What follows belongs to an exercise in optimizing a design on an open flow for small area, a short achievable clock period and few clock cycles; a production flow would make more cautious choices.
The RTL was checked by simulation tests, not by an equivalence proof against the original design.

==> design/flow/design.v <==
package lpf_pkg;
  localparam int VALUE_WIDTH = 64;
  localparam int OUT_WIDTH   = 64;
  localparam int DIV_WIDTH   = 32;                     
  localparam int FAST_WIDTH  = 11;                     
  localparam int FAST_SLACK  = 6;                      
  localparam int STEP_BITS   = 4;                      
  localparam int NCHUNK      = VALUE_WIDTH / STEP_BITS;
  localparam int CHUNK_W     = $clog2(NCHUNK);
  localparam int DCHUNK      = DIV_WIDTH / STEP_BITS;   
  localparam int WHEEL_LEN   = 51;
  localparam int WHEEL_LOOP  = 3;
  localparam logic [3*WHEEL_LEN-1:0] WHEEL_HALF_GAPS = 153'h14d28a65a29b2d169c45151a6532da29968a289;
endpackage
module lpf_div #(
  parameter int WIDTH = 32,
  parameter int STEPS = 1
) (
  input  logic [WIDTH-1:0] rem_in,
  input  logic [STEPS-1:0] chunk,
  input  logic [WIDTH-1:0] divisor,
  output logic [WIDTH-1:0] rem_out,
  output logic [STEPS-1:0] quot,
  output logic             rem_zero    
);
  localparam int N   = WIDTH + 1;
  localparam int LVL = $clog2(N);
  function automatic logic [N:0] borrows(input logic [N-1:0] t, input logic [N-1:0] d);
    logic [N-1:0] g, p, g2, p2;
    g = ~t & d;
    p = ~(t ^ d);
    for (int l = 0; l < LVL; l++) begin
      g2 = g;
      p2 = p;
      for (int i = 0; i < N; i++) begin
        if (i >= (1 << l)) begin
          g2[i] = g[i] | (p[i] & g[i - (1 << l)]);
          p2[i] = p[i] & p[i - (1 << l)];
        end
      end
      g = g2;
      p = p2;
    end
    borrows = {g, 1'b0};
  endfunction
  function automatic logic all_equal(input logic [N-1:0] t, input logic [N-1:0] d);
    all_equal = (t == d);
  endfunction
  always_comb begin
    logic [N-1:0]   t;
    logic [N-1:0]   d;
    logic [N:0]     b;
    logic [WIDTH-1:0] r;
    r = rem_in;
    d = {1'b0, divisor};
    for (int s = STEPS - 1; s >= 0; s--) begin
      t = {r, chunk[s]};
      b = borrows(t, d);
      quot[s] = ~b[N];
      if (s == 0) rem_zero = b[N] ? (t == '0) : all_equal(t, d);
      if (!b[N]) r = t[WIDTH-1:0] ^ d[WIDTH-1:0] ^ b[WIDTH-1:0];
      else       r = t[WIDTH-1:0];
    end
    rem_out = r;
  end
endmodule
module largest_prime_factor (
  input  logic                          clk,
  input  logic                          rst_n,
  input  logic                          in_valid,
  output logic                          in_stall,
  input  logic [lpf_pkg::OUT_WIDTH-1:0] in_value,
  output logic                          out_valid,
  input  logic                          out_stall,
  output logic [lpf_pkg::OUT_WIDTH-1:0] out_largest_factor,
  output logic                          out_status
);
  localparam int VW  = lpf_pkg::VALUE_WIDTH;
  localparam int DW  = lpf_pkg::DIV_WIDTH;
  localparam int FW  = lpf_pkg::FAST_WIDTH;
  localparam int FS  = lpf_pkg::FAST_SLACK;
  localparam int K   = lpf_pkg::STEP_BITS;
  localparam int CW  = lpf_pkg::CHUNK_W;
  localparam int SW  = $clog2(K);
  localparam int DCW = $clog2(lpf_pkg::DCHUNK);
  typedef enum logic [2:0] {
    ST_IDLE,
    ST_STRIP,
    ST_PRE,
    ST_REM,
    ST_QUO,
    ST_QEND,
    ST_DONE
  } state_t;
  localparam logic [1:0] CMP_EQ = 2'd0;
  localparam logic [1:0] CMP_LT = 2'd1;
  localparam logic [1:0] CMP_GT = 2'd2;
  function automatic logic [3:0] wgap(input logic [5:0] p);
    wgap = {lpf_pkg::WHEEL_HALF_GAPS[p*3 +: 3], 1'b0};
  endfunction
  function automatic logic [5:0] wnext(input logic [5:0] p);
    wnext = (p == 6'(lpf_pkg::WHEEL_LEN - 1)) ? 6'(lpf_pkg::WHEEL_LOOP) : p + 6'd1;
  endfunction
  function automatic logic is_wide(input logic [DW-1:0] d);
    is_wide = (d[DW-1:FW] != '0) || (d[FW-1:FS] == '1);
  endfunction
  state_t          state_r, state_nxt;
  logic            busy_r, busy_nxt;         
  logic            ovalid_r, ovalid_nxt;     
  logic [VW-1:0]   q_r, q_nxt;               
  logic [DW-1:0]   d_r, d_nxt;               
  logic            wide_r, wide_nxt;         
  logic [FW-1:0]   d1_r, d1_nxt;             
  logic [DW-1:0]   w_r, w_nxt;               
  logic [FW-1:0]   w1_r, w1_nxt;             
  logic [1:0]      cmp_r, cmp_nxt;           
  logic [1:0]      cmp1_r, cmp1_nxt;         
  logic [K-1:0]    chunk1_r, chunk1_nxt;     
  logic [CW-1:0]   j_r, j_nxt;               
  logic [K-1:0]    chunk_r, chunk_nxt;       
  logic [SW-1:0]   sb_r, sb_nxt;             
  logic [K-2:0]    qacc_r, qacc_nxt;         
  logic [CW-1:0]   tseen_r, tseen_nxt;       
  logic            seen_r, seen_nxt;
  logic [5:0]      widx_r, widx_nxt;         
  logic [5:0]      widxp_r, widxp_nxt;       
  logic [4:0]      adv_r, adv_nxt;           
  logic            chk_r, chk_nxt;           
  logic            rz_r, rz_nxt;             
  logic            lt_r, lt_nxt;             
  logic            rz1_r, rz1_nxt;           
  logic            ov_r, ov_nxt;             
  logic            twos_r, twos_nxt;         
  logic            status_r, status_nxt;
  logic [FW-1:0]   wf0, wf1;
  logic [K-1:0]    qf0, qf1;
  logic [DW-1:0]   w_wide;
  logic            q_wide;
  logic            zf0, zf1, z_wide;
  lpf_div #(.WIDTH(FW), .STEPS(K)) u_fast0 (
    .rem_in  (w_r[FW-1:0]),
    .chunk   (chunk_r),
    .divisor (d_r[FW-1:0]),
    .rem_out (wf0),
    .quot    (qf0),
    .rem_zero (zf0)
  );
  lpf_div #(.WIDTH(FW), .STEPS(K)) u_fast1 (
    .rem_in  (w1_r),
    .chunk   (chunk1_r),
    .divisor (d1_r),
    .rem_out (wf1),
    .quot    (qf1),
    .rem_zero (zf1)
  );
  lpf_div #(.WIDTH(DW), .STEPS(1)) u_wide (
    .rem_in  (w_r),
    .chunk   (chunk_r[K-1-sb_r]),
    .divisor (d_r),
    .rem_out (w_wide),
    .quot    (q_wide),
    .rem_zero (z_wide)
  );
  logic [K-1:0]    qbits;                    
  logic            rem_zero, rem1_zero;
  logic [1:0]      cmp_step;
  logic            chunk_end;
  logic [DW-1:0]   w_step;
  logic [K-1:0]    dchunk;
  always_comb begin
    if (wide_r) begin
      w_step    = w_wide;
      qbits     = {qacc_r, q_wide};
      chunk_end = (sb_r == SW'(K - 1));
      rem_zero  = z_wide;
    end else begin
      w_step    = DW'(wf0);
      qbits     = qf0;
      chunk_end = 1'b1;
      rem_zero  = zf0;
    end
    rem1_zero = zf1 && !wide_r;
  end
  assign dchunk = (j_r < CW'(lpf_pkg::DCHUNK)) ? d_r[j_r[DCW-1:0]*K +: K] : '0;
  always_comb begin
    logic [1:0] c0, c1;
    c0 = cmp_r;
    c1 = cmp_r;
    if (cmp_r == CMP_EQ) begin
      if (qbits[K-1:1] < dchunk[K-1:1])      begin c0 = CMP_LT; c1 = CMP_LT; end
      else if (qbits[K-1:1] > dchunk[K-1:1]) begin c0 = CMP_GT; c1 = CMP_GT; end
      else begin
        c0 = dchunk[0] ? CMP_LT : CMP_EQ;
        c1 = dchunk[0] ? CMP_EQ : CMP_GT;
      end
    end
    cmp_step = qbits[0] ? c1 : c0;
  end
  logic [CW:0]     pos1;
  logic [K-1:0]    dchunk1;
  logic [1:0]      cmp1_step;
  assign pos1    = (state_r == ST_QEND) ? '0 : {1'b0, j_r} + (CW+1)'(1);
  assign dchunk1 = (pos1 < (CW+1)'((FW + K - 1) / K)) ? K'(d1_r >> (pos1 * K)) : '0;
  always_comb begin
    logic [1:0] c0, c1;
    c0 = cmp1_r;
    c1 = cmp1_r;
    if (cmp1_r == CMP_EQ) begin
      if (qf1[K-1:1] < dchunk1[K-1:1])      begin c0 = CMP_LT; c1 = CMP_LT; end
      else if (qf1[K-1:1] > dchunk1[K-1:1]) begin c0 = CMP_GT; c1 = CMP_GT; end
      else begin
        c0 = dchunk1[0] ? CMP_LT : CMP_EQ;
        c1 = dchunk1[0] ? CMP_EQ : CMP_GT;
      end
    end
    cmp1_step = qf1[0] ? c1 : c0;
  end
  logic [5:0]      widx1;                    
  logic [5:0]      widx_adv;                 
  logic [4:0]      adv;                      
  logic [DW:0]     d_inc;                    
  logic [FW-1:0]   d1_inc;                   
  logic [DW-1:0]   d_prev;                   
  logic            pre_sel;
  logic [FW-1:0]   dx_base;
  logic [5:0]      dx_pos;
  logic [FW-1:0]   dx_sum;                   
  logic            single;                   
  always_comb begin
    widx1 = wnext(widx_r);
    single = wide_r || (state_r == ST_QEND);
    if (single) begin
      adv      = 5'(wgap(widx_r));
      widx_adv = widx1;
      d_inc    = {1'b0, d_r} + {{(DW-4){1'b0}}, wgap(widx_r)};
    end else begin
      adv      = 5'(wgap(widx_r)) + 5'(wgap(widx1));
      widx_adv = wnext(widx1);
      d_inc    = {{(DW-FW+1){1'b0}}, d1_r} + {{(DW-3){1'b0}}, wgap(widx1)};
    end
    d1_inc = d_inc[FW-1:0] + FW'(wgap(widx_adv));
    d_prev = d_r - {{(DW-5){1'b0}}, adv_r};
    pre_sel = (state_r == ST_PRE);
    dx_base = pre_sel ? d_r[FW-1:0] : d_prev[FW-1:0];
    dx_pos  = pre_sel ? widx_r : widxp_r;
    dx_sum  = dx_base + FW'(wgap(dx_pos));
  end
  logic [K-1:0]    vbits;
  logic [CW-1:0]   top_pass;
  logic [CW-1:0]   top_m1;
  logic [CW-1:0]   top_m2;
  logic [K-1:0]    q_top, q_top1, q_top2;
  logic            lt_top, lt_top1, lt_top2;  
  logic            fit1, fit2, fit3;         
  logic            q_one;                    
  assign vbits    = (state_r == ST_QUO) ? qbits : chunk_r;
  assign top_pass = seen_r ? tseen_r : j_r;
  assign top_m1   = top_pass - CW'(1);
  assign q_top    = q_r[top_pass*K +: K];
  assign q_top1   = q_r[top_m1*K +: K];
  assign lt_top   = (top_pass < CW'(lpf_pkg::DCHUNK)) && (d_inc[top_pass[DCW-1:0]*K +: K] != '0);
  assign lt_top1  = (top_m1 < CW'(lpf_pkg::DCHUNK)) && (d_inc[top_m1[DCW-1:0]*K +: K] != '0);
  assign top_m2   = top_pass - CW'(2);
  assign q_top2   = q_r[top_m2*K +: K];
  assign lt_top2  = (top_m2 < CW'(lpf_pkg::DCHUNK)) && (d_inc[top_m2[DCW-1:0]*K +: K] != '0);
  assign fit1     = (top_pass >= CW'(1)) && ((DW+1)'(q_top) < d_inc);
  assign fit2     = (top_pass >= CW'(2)) && ((DW+1)'({q_top, q_top1}) < d_inc);
  assign fit3     = (top_pass >= CW'(3)) && ((DW+1)'({q_top, q_top1, q_top2}) < d_inc);
  assign q_one    = (q_r[VW-1:1] == '0);
  logic [DW-1:0]   qdiv;
  assign qdiv = rz_r ? d_prev : DW'(dx_sum);
  logic            c1_quo, c1_zero;          
  logic            start;                    
  logic            f_rz, f_lt, f_rz1;        
  logic [CW-1:0]   qtop_idx;
  always_comb begin
    qtop_idx = '0;
    for (int c = 0; c < lpf_pkg::NCHUNK; c++)
      if (q_r[c*K +: K] != '0) qtop_idx = CW'(c);
  end
  logic [DW-1:0]   w_alt;
  logic [FW-1:0]   w1_alt;
  logic [1:0]      cmp_alt, cmp1_alt;
  logic [VW-1:0]   q_alt;
  logic            w_eng, w1_eng, cmp_eng, cmp1_eng, q_wr;
  always_comb begin
    state_nxt  = state_r;
    busy_nxt   = busy_r;
    ovalid_nxt = ovalid_r;
    q_alt      = q_r;
    d_nxt      = d_r;
    wide_nxt   = wide_r;
    d1_nxt     = d1_r;
    w_alt      = w_r;
    w_eng      = 1'b0;
    w1_eng     = 1'b0;
    cmp_eng    = 1'b0;
    cmp1_eng   = 1'b0;
    q_wr       = 1'b0;
    w1_alt     = w1_r;
    cmp_alt    = cmp_r;
    cmp1_alt   = cmp1_r;
    c1_quo     = 1'b0;
    c1_zero    = 1'b0;
    start      = 1'b0;
    f_rz       = 1'b0;
    f_lt       = 1'b0;
    f_rz1      = 1'b0;
    j_nxt      = j_r;
    sb_nxt     = sb_r;
    qacc_nxt   = qacc_r;
    tseen_nxt  = tseen_r;
    seen_nxt   = seen_r;
    widx_nxt   = widx_r;
    widxp_nxt  = widxp_r;
    adv_nxt    = adv_r;
    chk_nxt    = 1'b0;
    rz_nxt     = rz_r;
    lt_nxt     = lt_r;
    rz1_nxt    = rz1_r;
    ov_nxt     = ov_r;
    twos_nxt   = twos_r;
    status_nxt = status_r;
    case (state_r)
      ST_IDLE: begin
        if (in_valid) begin
          q_alt      = in_value[VW-1:0];
          twos_nxt   = 1'b0;
          busy_nxt   = 1'b1;
          state_nxt  = ST_STRIP;
        end
      end
      ST_STRIP: begin
        if (q_one) begin
          status_nxt = ~q_r[0];
          q_alt      = {{(VW-2){1'b0}}, twos_r, 1'b0};
          ovalid_nxt = 1'b1;
          state_nxt  = ST_DONE;
        end else if (!q_r[0]) begin
          q_alt    = q_r >> 1;
          twos_nxt = 1'b1;
        end else begin
          status_nxt = 1'b0;
          d_nxt      = DW'(3);
          wide_nxt   = 1'b0;
          widx_nxt   = '0;
          j_nxt      = qtop_idx;
          state_nxt  = ST_PRE;
        end
      end
      ST_PRE: begin
        if (q_one) begin
          q_alt      = {{(VW-DW){1'b0}}, d_r};
          ovalid_nxt = 1'b1;
          state_nxt  = ST_DONE;
        end else begin
          d1_nxt    = dx_sum;
          w_alt     = '0;
          w1_alt    = '0;
          cmp_alt   = CMP_EQ;
          sb_nxt    = '0;
          seen_nxt  = 1'b0;
          state_nxt = ST_REM;
        end
      end
      ST_REM, ST_QUO, ST_QEND: begin
        if (chk_r && (rz_r || lt_r || rz1_r || ov_r)) begin
          if (rz_r && lt_r) begin
            q_alt      = {{(VW-DW){1'b0}}, d_prev};
            ovalid_nxt = 1'b1;
            state_nxt  = ST_DONE;
          end else if (rz_r || (rz1_r && !lt_r)) begin
            d_nxt      = qdiv;
            wide_nxt   = is_wide(qdiv);
            widx_nxt   = rz_r ? widxp_r : wnext(widxp_r);
            d1_nxt     = qdiv[FW-1:0];
            w_alt      = '0;
            w1_alt     = '0;
            cmp_alt    = CMP_EQ;
            cmp1_alt   = CMP_EQ;
            c1_zero    = 1'b1;
            j_nxt      = top_pass;
            sb_nxt     = '0;
            seen_nxt   = 1'b0;
            state_nxt  = ST_QUO;
          end else begin
            ovalid_nxt = 1'b1;
            state_nxt  = ST_DONE;
          end
        end else if (state_r == ST_QEND) begin
          if (q_one) begin
            q_alt      = {{(VW-DW){1'b0}}, d_r};
            ovalid_nxt = 1'b1;
            state_nxt  = ST_DONE;
          end else begin
            start = 1'b1;
            f_rz  = zf1;
            f_lt  = (cmp1_step == CMP_LT);
            state_nxt = ST_REM;
          end
        end else begin
          w_eng    = 1'b1;
          w1_eng   = 1'b1;
          sb_nxt   = sb_r + SW'(1);
          qacc_nxt = {qacc_r, q_wide};
          if (state_r == ST_QUO) begin
            cmp1_eng   = 1'b1;
            c1_quo     = 1'b1;
          end
          if (chunk_end) begin
            cmp_eng = 1'b1;
            j_nxt   = j_r - CW'(1);
            if (!seen_r && vbits != '0) begin
              seen_nxt  = 1'b1;
              tseen_nxt = j_r;
            end
            if (state_r == ST_QUO) q_wr = 1'b1;
          end
          if (chunk_end && j_r == '0) begin
            j_nxt    = top_pass;
            if (state_r == ST_QUO) begin
              state_nxt = wide_r ? ST_PRE : ST_QEND;
            end else begin
              start = 1'b1;
              f_rz  = rem_zero;
              f_lt  = (cmp_step == CMP_LT);
              f_rz1 = rem1_zero;
            end
          end
        end
        if (start) begin
          w_eng     = 1'b0;
          w1_eng    = 1'b0;
          cmp_eng   = 1'b0;
          chk_nxt   = 1'b1;
          rz_nxt    = f_rz;
          lt_nxt    = f_lt;
          rz1_nxt   = f_rz1;
          ov_nxt    = d_inc[DW];
          d_nxt     = d_inc[DW-1:0];
          wide_nxt  = is_wide(d_inc[DW-1:0]);
          d1_nxt    = d1_inc;
          adv_nxt   = adv;
          widxp_nxt = widx_r;
          widx_nxt  = widx_adv;
          sb_nxt    = '0;
          j_nxt     = top_pass;
          if (fit3) begin
            w_alt     = DW'({q_top, q_top1, q_top2});
            w1_alt    = FW'({q_top, q_top1, q_top2});
            j_nxt     = top_pass - CW'(3);
            seen_nxt  = 1'b1;
            tseen_nxt = top_pass;
            cmp_alt   = (lt_top || lt_top1 || lt_top2) ? CMP_LT : CMP_EQ;
          end else if (fit2) begin
            w_alt     = DW'({q_top, q_top1});
            w1_alt    = FW'({q_top, q_top1});
            j_nxt     = top_pass - CW'(2);
            seen_nxt  = 1'b1;
            tseen_nxt = top_pass;
            cmp_alt   = (lt_top || lt_top1) ? CMP_LT : CMP_EQ;
          end else if (fit1) begin
            w_alt     = DW'(q_top);
            w1_alt    = FW'(q_top);
            j_nxt     = top_pass - CW'(1);
            seen_nxt  = 1'b1;
            tseen_nxt = top_pass;
            cmp_alt   = lt_top ? CMP_LT : CMP_EQ;
          end else begin
            w_alt    = '0;
            w1_alt   = '0;
            seen_nxt = 1'b0;
            cmp_alt  = CMP_EQ;
          end
        end
      end
      ST_DONE: begin
        if (!out_stall) begin
          ovalid_nxt = 1'b0;
          busy_nxt   = 1'b0;
          state_nxt  = ST_IDLE;
        end
      end
      default: begin
        state_nxt = ST_IDLE;
      end
    endcase
  end
  always_comb begin
    w_nxt    = w_eng    ? w_step    : w_alt;
    w1_nxt   = w1_eng   ? wf1       : w1_alt;
    cmp_nxt  = cmp_eng  ? cmp_step  : cmp_alt;
    cmp1_nxt = cmp1_eng ? cmp1_step : cmp1_alt;
    q_nxt    = q_alt;
    if (q_wr) q_nxt[j_r*K +: K] = qbits;
  end
  assign chunk_nxt  = q_r[j_nxt*K +: K];
  assign chunk1_nxt = c1_zero ? '0 : (c1_quo ? qbits : chunk_nxt);
  always_ff @(posedge clk) begin
    if (!rst_n) begin
      state_r  <= ST_IDLE;
      busy_r   <= 1'b0;
      ovalid_r <= 1'b0;
      chk_r    <= 1'b0;
    end else begin
      state_r  <= state_nxt;
      busy_r   <= busy_nxt;
      ovalid_r <= ovalid_nxt;
      chk_r    <= chk_nxt;
    end
  end
  always_ff @(posedge clk) begin
    q_r      <= q_nxt;
    d_r      <= d_nxt;
    wide_r   <= wide_nxt;
    d1_r     <= d1_nxt;
    w_r      <= w_nxt;
    w1_r     <= w1_nxt;
    cmp_r    <= cmp_nxt;
    cmp1_r   <= cmp1_nxt;
    chunk1_r <= chunk1_nxt;
    j_r      <= j_nxt;
    chunk_r  <= chunk_nxt;
    sb_r     <= sb_nxt;
    qacc_r   <= qacc_nxt;
    tseen_r  <= tseen_nxt;
    seen_r   <= seen_nxt;
    widx_r   <= widx_nxt;
    widxp_r  <= widxp_nxt;
    adv_r    <= adv_nxt;
    rz_r     <= rz_nxt;
    lt_r     <= lt_nxt;
    rz1_r    <= rz1_nxt;
    ov_r     <= ov_nxt;
    twos_r   <= twos_nxt;
    status_r <= status_nxt;
  end
  assign in_stall           = busy_r;
  assign out_valid          = ovalid_r;
  assign out_largest_factor = lpf_pkg::OUT_WIDTH'(q_r);
  assign out_status         = status_r;
endmodule
==> design/flow/run.sh <==
#!/bin/bash
# synth_recipe.tcl (not shown) runs the flow's synth.tcl, then flattens the netlist and writes it again
# the make line also repeats each setting of config.mk as NAME=value (left out here)
make -C /OpenROAD-flow-scripts/flow DESIGN_CONFIG=/design/flow/config.mk WORK_HOME=/design/flow/orfs CLKGATE_MAP_FILE= SYNTH_SCRIPT=/design/flow/synth_recipe.tcl finish
==> design/flow/config.mk <==
export PLATFORM = sky130hd
export DESIGN_NAME = largest_prime_factor
export DESIGN_NICKNAME = largest_prime_factor
export VERILOG_FILES = /design/flow/design.v
export SDC_FILE = /design/flow/constraint.sdc
export NUM_CORES = 4
export LEC_CHECK = 0
export ABC_AREA = 1
export CAP_MARGIN = 20
export CORE_MARGIN = 2
export CORE_UTILIZATION = 40
export SLEW_MARGIN = 20
==> design/flow/constraint.sdc <==
create_clock -name core_clock -period 8.0 [get_ports {clk}]
set_input_delay 1.6000 -clock core_clock [delete_from_list [all_inputs] [get_ports {clk}]]
set_output_delay 1.6000 -clock core_clock [all_outputs]
set_load 0.01 [all_outputs]
==> metrics.md, run 1 <==
| Metric | Value |
|---|---|
| Outcome | `no timing/DRC/antenna violations` |
| Die X | `267 um` |
| Wire length per cell | `24.2 um` |
| Top library cells by usage in the layout, fill and taps aside | `nand2_1, inv_1, o21ai_0` |
| Die Footprint | `71300 um^2` |
| Busiest grt layer | `met2` |
| HP Class | `flip-flop to flip-flop` |
| Highest-delay cell along the critical path | `edfxtp_1` |
| Final clock period utilization by the worst path | `95.8%` |
| CTS tree | `done` |
| Worst slew slack as a fraction of its limit | `26.5%` |
| Setup Crit Path Kind | `flip-flop to flip-flop` |
| Sort of element at the end of the critical path | `flip-flop` |
| Clock buffer count from CTS | `28` |
| Clk pin slew, worst setup/hold paths | `0.06 ns` |
| Worst slack at placement | `-0.128 ns` |
| Final Hold Violating Endpoints | `0` |
| Post-Synthesis Net Count | `4712` |
| Post-DR vias/cell | `slightly above 6` |
| Register area share after synthesis | `19.3%` |
| Critical path required time | `8.42 ns` |
| Final critical path time including I/O delays and setup | `7.66 ns` |
| Average cell area after synthesis | `6.24 um^2` |
| Number of enable flip-flop cells after synthesis | `~120` |
| Grt met2 use | `55.2%` |
| HPWL after DPL | `105000 um` |
| Post-synthesis to final-layout area growth | `18.7%` |
| Boundary Pins | `135` |
| Number of hold buffers added after CTS | `0` |
| Met1 Usage GRT | `49.7%` |
| Standard cell core area | `68600 um^2` |
| CP peak stage delay | `0.36 ns` |
| Leading cell type in the layout, fill and taps excluded | `nand2_1` |
| Share of layout cells above drive strength 1 | `11.9%` |
| Final number of max-transition violations | `0` |
| Bufs on Longest Clock Path | `3` |
| # H-tree levels | `1` |
| Total vias in the final route | `34488` |
| Worst clock skew | `around 0.041 ns` |
| Worst-margin pin slew | `1.10 ns` |
| Post-synthesis sequential element count | `205` |
| Die extent in y | `267 um` |
| Total wirelength of the detailed-routed design | `around 140000 um` |
| First-pass GRT wire length | `199000 um` |
| Detailed Routing Iterations Pass 1 | `7` |
| Site row count | `96` |
| # Max-Cap Violations | `0` |
| Vias in the first global route | `31416` |
| Global-route total usage across every layer | `36.8%` |
| Routability congestion estimate from global placement | `roughly 1.1` |
| Post-route antenna net violation count | `0` |
| Most used flip-flop cell after synthesis | `edfxtp_1` |
| Total setup violations reported at the end of the flow | `0` |
| M3 GR Usage | `7.93%` |
| Number of design-rule violations left by the first detailed-router iteration | `4977` |
| Root buf cell | `clkbuf_16` |
| Final nets | `4945` |
| Util after Layout | `47.9%` |
| Arrival time of the worst setup path | `8.08 ns` |
| Clk Latency, worst-skew pair | `approximately 0.60 ns` |
| Initial core utilization | `about two fifths` |
| DRC violations left | `0` |
| TritonCTS Sinks | `205` |
| Launching element type of the critical path | `flip-flop` |
| Number of antenna violations at the first check in global routing | `3` |
| Asr flop ratio synth | `0%` |
| Yosys synthesis warning count | `3` |
| GRT Residual Overflow | `0` |
| Total standard cell area after synthesis | `27700 um^2` |
| Pin count of the biggest net entering global routing | `80` |
| Count of buffers from port buffering | `134` |
| CP max FO | `14` |
| Setup repair after global routing missed its margin | `yes` |
| Number of standard cells after synthesis | `about 4400` |
| Unique cell type count in the Yosys netlist | `between 70 and 80` |
| Number of inserted filler cells in the final layout | `roughly 7200` |
| Smallest setup slack after layout | `0.339 ns` |
| Max Clock Freq | `around 0.13 GHz` |
| Worst path most repeated cell | `nand2_1` |
==> cell type report <==
| cell class | count | area, um^2 | share of cell area [%] |
|---|---|---|---|
| timing repair inverter | 1 | 8.76 | 0.0266 |
| inverter | 535 | 2020 | 6.16 |
| timing repair buffer | 415 | 3540 | 10.8 |
| clock buffer | 35 | 768 | 2.34 |
| tap | 931 | 1160 | 3.54 |
| multi-input combinational | 3486 | 19900 | 60.4 |
| sequential | 205 | 5340 | 16.2 |
| clock inverter | 17 | 160 | 0.487 |
| antenna | 1 | 2.50 | 0.00761 |
==> sequential cells by signal (all words and copies together), names as in the netlist, 2 cells and up <==
name	flops
tseen_r	4
widx_r	6
qacc_r	3
chunk1_r	4
adv_r	4
w_r	32
w1_r	11
sb_r	2
chunk_r	4
state_r	3
j_r	4
d_r	32
q_r	64
d1_r	11
cmp_r	2
cmp1_r	2
widxp_r	6
==> per-layer routing <==
metal,share of wire [%],wire [um]
met4,6.1,8260
met3,12,16600
met1,40,54400
met5,0.0066,9
met2,42,57100
==> stage by stage <==
stage               TNS, ns  hold WS (ns)  area, um^2  cells
finish                    0         0.470       32900   5626
global route          -4.02         0.478       32900   5625
CTS                       0         0.468       32200   5600
detailed placement   -0.958         0.448       31300   5548
global placement          0         0.444       31300   5548
floorplan                 0         0.424       27700   4439
==> cells in the mapped netlist (28+ instances only) <==
cell type / n / area, um^2
a21oi_1: 338 / 1690
buf_2: 45 / 225
clkbuf_1: 137 / 514
dfxtp_1: 82 / 1640
edfxtp_1: 123 / 3690
ha_1: 190 / 2380
inv_1: 501 / 1880
nand2_1: 1002 / 3760
nand3_1: 283 / 1420
nand4_1: 96 / 601
nor2_1: 338 / 1270
nor3_1: 47 / 235
o2111ai_1: 38 / 333
o211ai_1: 46 / 345
o21ai_0: 522 / 2610
o21ai_1: 28 / 140
o221ai_1: 36 / 315
o22ai_1: 86 / 538
xnor2_1: 35 / 307
xor2_1: 99 / 867
==> cell families (layout without fill, tap and decap cells) <==
| family | Yosys count | in the layout | synth area share, % |
|---|---|---|---|
| buffers and inverters | 749 | 1003 | 10.7 |
| adders and majority gates | 205 | 205 | 9.67 |
| and+or+nand+nor | 1898 | 1899 | 29.9 |
| AOI/OAI and AO/OA | 1245 | 1245 | 26.1 |
| xor gates and xnor gates | 135 | 135 | 4.34 |
| DFF | 205 | 205 | 19.3 |
| other | 0 | 1 | 0 |
| muxes | 2 | 2 | 0.0723 |
==> critical path, delay by kind of cell, from the launching register on <==
kind / cells / cell delay, ns
and+or+nand+nor: 33 / 3.07
AOI/OAI and AO/OA: 14 / 1.70
DFF: 1 / 0.36
buffers and inverters: 11 / 1.03
adders and majority gates: 5 / 1.34
==> final timing paths <==
| check | start | endpoint | slack, ns | cells after the start |
|---|---|---|---|---|
| setup / recovery | d1_r[0] | w1_r[6] | 0.34 | 63 |
| hold / removal | qacc_r[1] | qacc_r[2] | 0.47 | 0 |
| hold reg to reg | qacc_r[1] | qacc_r[2] | 0.47 | 0 |
| setup reg to reg | d1_r[0] | w1_r[6] | 0.34 | 63 |
==> what timing repair did <==
action	4_1_cts	5_1_grt
cloned	0	3
endpoints found under the setup margin	13	51
pin swaps	2	63
resized for setup	6	152
setup buffers	0	22
Testbench counts, summed over its fixed seeds: cycles 157,584.
==> run 2, diff against run 1 <==
--- a/design/flow/design.v
+++ b/design/flow/design.v
@@ -250,6 +250,4 @@
   logic [CW-1:0]   top_m1;
-  logic [CW-1:0]   top_m2;
-  logic [K-1:0]    q_top, q_top1, q_top2;
-  logic            lt_top, lt_top1, lt_top2;  
-  logic            fit1, fit2, fit3;         
+  logic [K-1:0]    q_top, q_top1;
+  logic            lt_top, lt_top1;          
   logic            q_one;                    
@@ -262,8 +260,2 @@
   assign lt_top1  = (top_m1 < CW'(lpf_pkg::DCHUNK)) && (d_inc[top_m1[DCW-1:0]*K +: K] != '0);
-  assign top_m2   = top_pass - CW'(2);
-  assign q_top2   = q_r[top_m2*K +: K];
-  assign lt_top2  = (top_m2 < CW'(lpf_pkg::DCHUNK)) && (d_inc[top_m2[DCW-1:0]*K +: K] != '0);
-  assign fit1     = (top_pass >= CW'(1)) && ((DW+1)'(q_top) < d_inc);
-  assign fit2     = (top_pass >= CW'(2)) && ((DW+1)'({q_top, q_top1}) < d_inc);
-  assign fit3     = (top_pass >= CW'(3)) && ((DW+1)'({q_top, q_top1, q_top2}) < d_inc);
   assign q_one    = (q_r[VW-1:1] == '0);
@@ -274,8 +266,2 @@
   logic            f_rz, f_lt, f_rz1;        
-  logic [CW-1:0]   qtop_idx;
-  always_comb begin
-    qtop_idx = '0;
-    for (int c = 0; c < lpf_pkg::NCHUNK; c++)
-      if (q_r[c*K +: K] != '0) qtop_idx = CW'(c);
-  end
   logic [DW-1:0]   w_alt;
@@ -346,3 +332,3 @@
           widx_nxt   = '0;
-          j_nxt      = qtop_idx;
+          j_nxt      = CW'(lpf_pkg::NCHUNK - 1);
           state_nxt  = ST_PRE;
@@ -447,10 +433,3 @@
           j_nxt     = top_pass;
-          if (fit3) begin
-            w_alt     = DW'({q_top, q_top1, q_top2});
-            w1_alt    = FW'({q_top, q_top1, q_top2});
-            j_nxt     = top_pass - CW'(3);
-            seen_nxt  = 1'b1;
-            tseen_nxt = top_pass;
-            cmp_alt   = (lt_top || lt_top1 || lt_top2) ? CMP_LT : CMP_EQ;
-          end else if (fit2) begin
+          if (d_inc[DW-1:2*K] != '0) begin
             w_alt     = DW'({q_top, q_top1});
@@ -461,3 +440,3 @@
             cmp_alt   = (lt_top || lt_top1) ? CMP_LT : CMP_EQ;
-          end else if (fit1) begin
+          end else if (d_inc[DW-1:K] != '0) begin
             w_alt     = DW'(q_top);
==> run 2 against run 1 <==
The layout now fails its checks (setup timing). First-iteration DRC count shrank 24%. Largest cell class unchanged. Register-to-register slack lost 0.41 ns. Core utilization is 0.058 points lower. Routed wire length decreased by 11%. Critical endpoint is now rz_r. Final area down 6.8%. Flip-flop and latch count did not move. Sequential share of layout area is 1.2 points higher. Synthesized area fell by 7.0%. Critical path depth is 4 lower. Setup slack got worse by 0.41 ns. Cell count is 8.7% lower. Highest routed layer unchanged.
==> metrics.md, run 2 <==
| Metric | Value |
|---|---|
| Final nets | `4500 (was 4945)` |
| Setup_tns | `-0.338 ns (was 0 ns)` |
| Number of enable flip-flop cells after synthesis | `123 (unchanged)` |
| Count of buffers from port buffering | `134 (unchanged)` |
| Reg2Reg Setup Slack | `-0.07 ns (was 0.34 ns)` |
| Highest-delay cell along the critical path | `fa_2 (was edfxtp_1)` |
| Startpoint of the worst-slack reg-to-reg timing path | `d1_r[0] (unchanged)` |
| Worst clock skew | `0.0568 ns (was 0.0413 ns)` |
| Wire length per cell | `23.6 um (was 24.2 um)` |
| Clk pin slew, worst setup/hold paths | `0.06 ns (about the same)` |
| Number of design-rule violations left by the first detailed-router iteration | `3797 (was 4977)` |
| CP max FO | `7 (was 14)` |
| Register containing the most flip-flops in the final layout | `q_r (unchanged)` |
| TritonCTS Sinks | `205 (unchanged)` |
| Vias in the first global route | `28236 (was 31416)` |
| Leading post-synthesis cells by cell area | `edfxtp_1, nand2_1, o21ai_0, ha_1, a21oi_1 (was nand2_1, edfxtp_1, o21ai_0, ha_1, inv_1)` |
| Smallest setup slack after layout | `-0.0697 ns (was 0.339 ns)` |
| Worst path most repeated cell | `nand2_1 (unchanged)` |
| Number of standard cells after synthesis | `4053 (was 4439)` |
| Unique cell type count in the Yosys netlist | `74 (was 72)` |
| End of the worst register-to-register path | `rz_r (was w1_r[6])` |
| Top cells by count, synth | `nand2_1, o21ai_0, inv_1 (unchanged)` |
| Post-Synthesis Net Count | `4297 (was 4712)` |
| Site row count | `93 (was 96)` |
| Number of antenna violations at the first check in global routing | `2 (was 3)` |
| Die extent in y | `258 um (was 267 um)` |
| Post-route antenna net violation count | `0 (unchanged)` |
| Detailed Routing Iterations Pass 1 | `6 (was 7)` |
| Total wirelength of the detailed-routed design | `121000 um (was 136000 um)` |
| Largest register FFs | `64 (unchanged)` |
| First-pass GRT wire length | `178000 um (was 199000 um)` |
| Standard cell core area | `64000 um^2 (was 68600 um^2)` |
| CP peak stage delay | `0.41 ns (was 0.36 ns)` |
| Total standard cell area after synthesis | `25700 um^2 (was 27700 um^2)` |
| Post-DR vias/cell | `6.07 (was 6.13)` |
| Number of placed instances, taps included | `5050 (was 5548)` |
| # H-tree levels | `1 (unchanged)` |
| Total setup violations reported at the end of the flow | `8 (was 0)` |
| Worst slew slack as a fraction of its limit | `24.1% (was 26.5%)` |
| Hold path startpoint | `qacc_r[0] (was qacc_r[1])` |
| Cell count of the worst hold path | `0 (unchanged)` |
| GRT Residual Overflow | `0 (unchanged)` |
| Max Clock Freq | `0.124 GHz (was 0.131 GHz)` |
| Register area share after synthesis | `20.7% (was 19.3%)` |
| Routability congestion estimate from global placement | `1.01 (was 1.09)` |
| Critical path required time | `8.39 ns (was 8.42 ns)` |
| Sort of element at the end of the critical path | `flip-flop (unchanged)` |
| HP Class | `flip-flop to flip-flop (unchanged)` |
| Worst-case hold path end point | `qacc_r[1] (was qacc_r[2])` |
| Register-to-Register Path Depth | `59 (was 63)` |
| Layout check faults | `setup timing` |
| Asr flop ratio synth | `0% (unchanged)` |
| Registers with the most flip-flops | `q_r: 64 flops, d_r: 32 flops, w_r: 32 flops (unchanged)` |
| Global-route total usage across every layer | `34.9% (was 36.8%)` |
| Setup repair after global routing missed its margin | `yes (unchanged)` |
| Post-synthesis sequential element count | `205 (unchanged)` |
| Most frequent cell after synthesis | `nand2_1 (unchanged)` |
| Post-route cell area | `30600 um^2 (was 32900 um^2)` |
| Final number of max-transition violations | `0 (unchanged)` |
| Boundary Pins | `135 (unchanged)` |
| Total vias in the final route | `31176 (was 34488)` |
| Share of layout cells above drive strength 1 | `10.9% (was 11.9%)` |
| Cell taking the most area after synthesis | `edfxtp_1 (was nand2_1)` |
| Arrival time of the worst setup path | `8.46 ns (was 8.08 ns)` |
| Number of standard cells in the final layout excluding fillers | `5136 (was 5626)` |
| Clock buffer count from CTS | `30 (was 28)` |
| Setup Crit Path Kind | `flip-flop to flip-flop (unchanged)` |
| Clk Latency, worst-skew pair | `0.64 ns (was 0.60 ns)` |
| Placed standard-cell area | `29100 um^2 (was 31300 um^2)` |
| Top library cells by usage in the layout, fill and taps aside | `nand2_1, o21ai_0, inv_1 (was nand2_1, inv_1, o21ai_0)` |
| Root buf cell | `clkbuf_16 (unchanged)` |
| Final Hold Violating Endpoints | `0 (unchanged)` |
| HPWL after DPL | `91100 um (was 105000 um)` |
| CTS tree | `done (unchanged)` |
| Final critical path time including I/O delays and setup | `8.07 ns (was 7.66 ns)` |
| DRC violations left | `0 (unchanged)` |
| Worst-margin pin slew | `1.14 ns (was 1.10 ns)` |
| Die Footprint | `66400 um^2 (was 71300 um^2)` |
| Post-synthesis to final-layout area growth | `19.0% (was 18.7%)` |
| Die X | `258 um (was 267 um)` |
| Most used flip-flop cell after synthesis | `edfxtp_1 (unchanged)` |
| Leading cell type in the layout, fill and taps excluded | `nand2_1 (unchanged)` |
| Average cell area after synthesis | `6.35 um^2 (was 6.24 um^2)` |
| Initial core utilization | `40.2% (was 40.4%)` |
| # Max-Cap Violations | `0 (unchanged)` |
| Final clock period utilization by the worst path | `101% (was 95.8%)` |
| Launching element type of the critical path | `flip-flop (unchanged)` |
| Post-Route Hold Slack | `0.464 ns (was 0.470 ns)` |
| Yosys synthesis warning count | `3 (unchanged)` |
| Share of Yosys cell area claimed by the top area cell type | `14.3% (was 13.6%)` |
| Outcome | `failed layout checks (was no timing/DRC/antenna violations)` |
| Number of hold buffers added after CTS | `0 (unchanged)` |
| Bufs on Longest Clock Path | `3 (unchanged)` |
| Pin count of the biggest net entering global routing | `94 (was 80)` |
run 2: per-layer routing:
layer / vias up / global-route usage [%] / wire (um)
met3: 425 / 7.25 / 13800
met4: 2 / 18.5 / 7750
met5: - / 0 / 18
met2: 1933 / 52.5 / 50800
met1: 14311 / 46.9 / 49100
li1: 14505 / - / -
run 2: cell families (layout without fill, tap and decap cells):
| kind of cell | count (synthesis) | count (layout) | share of synthesized area, % |
|---|---|---|---|
| other cells | 0 | 1 | 0 |
| fa+ha+maj | 176 | 176 | 8.96 |
| compound gates | 1280 | 1280 | 28.8 |
| buf+inv | 701 | 927 | 10.7 |
| simple gates | 1555 | 1556 | 26.1 |
| mux | 3 | 3 | 0.117 |
| xor+xnor | 133 | 133 | 4.52 |
| flops | 205 | 205 | 20.7 |
run 2: cell type report:
type / count / area (um^2)
clock buffers: 34 / 766
flip-flops and latches: 205 / 5340
fillers: 6761 / 33400
inverters: 502 / 1900
diodes: 1 / 2.50
repair buffers: 369 / 3160
multi-input cells: 3148 / 18100
clock inverters: 22 / 259
well taps: 855 / 1070
run 2: how the worst max path moves through the flow:
stage / start / to / slack [ns] / cells after the start
CTS: d1_r[7] / rz_r / 0.004 / 61
global placement: d1_r[7] / rz_r / -0.06 / 57
global route: d1_r[0] / lt_r / -0.67 / 59
detailed placement: d1_r[6] / rz_r / -0.18 / 57
floorplan: d1_r[6] / rz_r / -0.15 / 62
finish: d1_r[0] / rz_r / -0.07 / 59
run 2: through the flow:
| step | worst slack, ns | utilization [%] |
|---|---|---|
| 6_report | -0.0697 | 47.9 |
| 5_1_grt | -0.667 | 47.9 |
| 4_1_cts | 0.00402 | 47.3 |
| 3_5_place_dp | -0.178 | 45.5 |
| 3_3_place_gp | -0.0595 | 45.5 |
| 2_1_floorplan | -0.153 | - |
run 2: worst max-delay path, delay by kind of cell, from the launching register on:
kind	cells	cell delay (ns)
DFF	1	0.39
adders and majority gates	5	1.66
buffers and inverters	6	0.61
and+or+nand+nor	24	1.87
AOI/OAI and AO/OA	24	3.27
run 2: timing repair:
| item | in CTS | in global routing |
|---|---|---|
| endpoints found under the setup margin | 16 | 51 |
| gates resized for setup | 7 | 74 |
| pin swaps | 8 | 53 |
| setup buffers | 8 | 21 |
| gates cloned | 0 | 1 |
Testbench counts of run 2, summed over its fixed seeds: cycles 170,202.

## afterwards: timing with drivers on the ports
No port has a modelled driver above. Below, the same layouts with a new extraction and two added sets of constraints.
Step 1 assumes that a clkbuf_16 drives the clock port and a buf_2 every other input.
Step 2 moves the port delays by t, midway between the first and last clock arrival at a register: inputs arrive t later, outputs are due t later. That takes back most of the time a late clock gives input paths.
Slacks: no drivers / after step 1 / after step 2; pairs: no drivers / after step 1.
run	shift t [ns]	slack for setup (ns)	worst hold slack (ns)	clock arrival spread, ns
run 1	0.655	0.339 / 0.339 / 0.339	0.470 / 0.470 / 0.470	0.041 / 0.041
run 2	0.679	-0.070 / -0.070 / -0.070	0.464 / 0.464 / 0.464	0.057 / 0.057
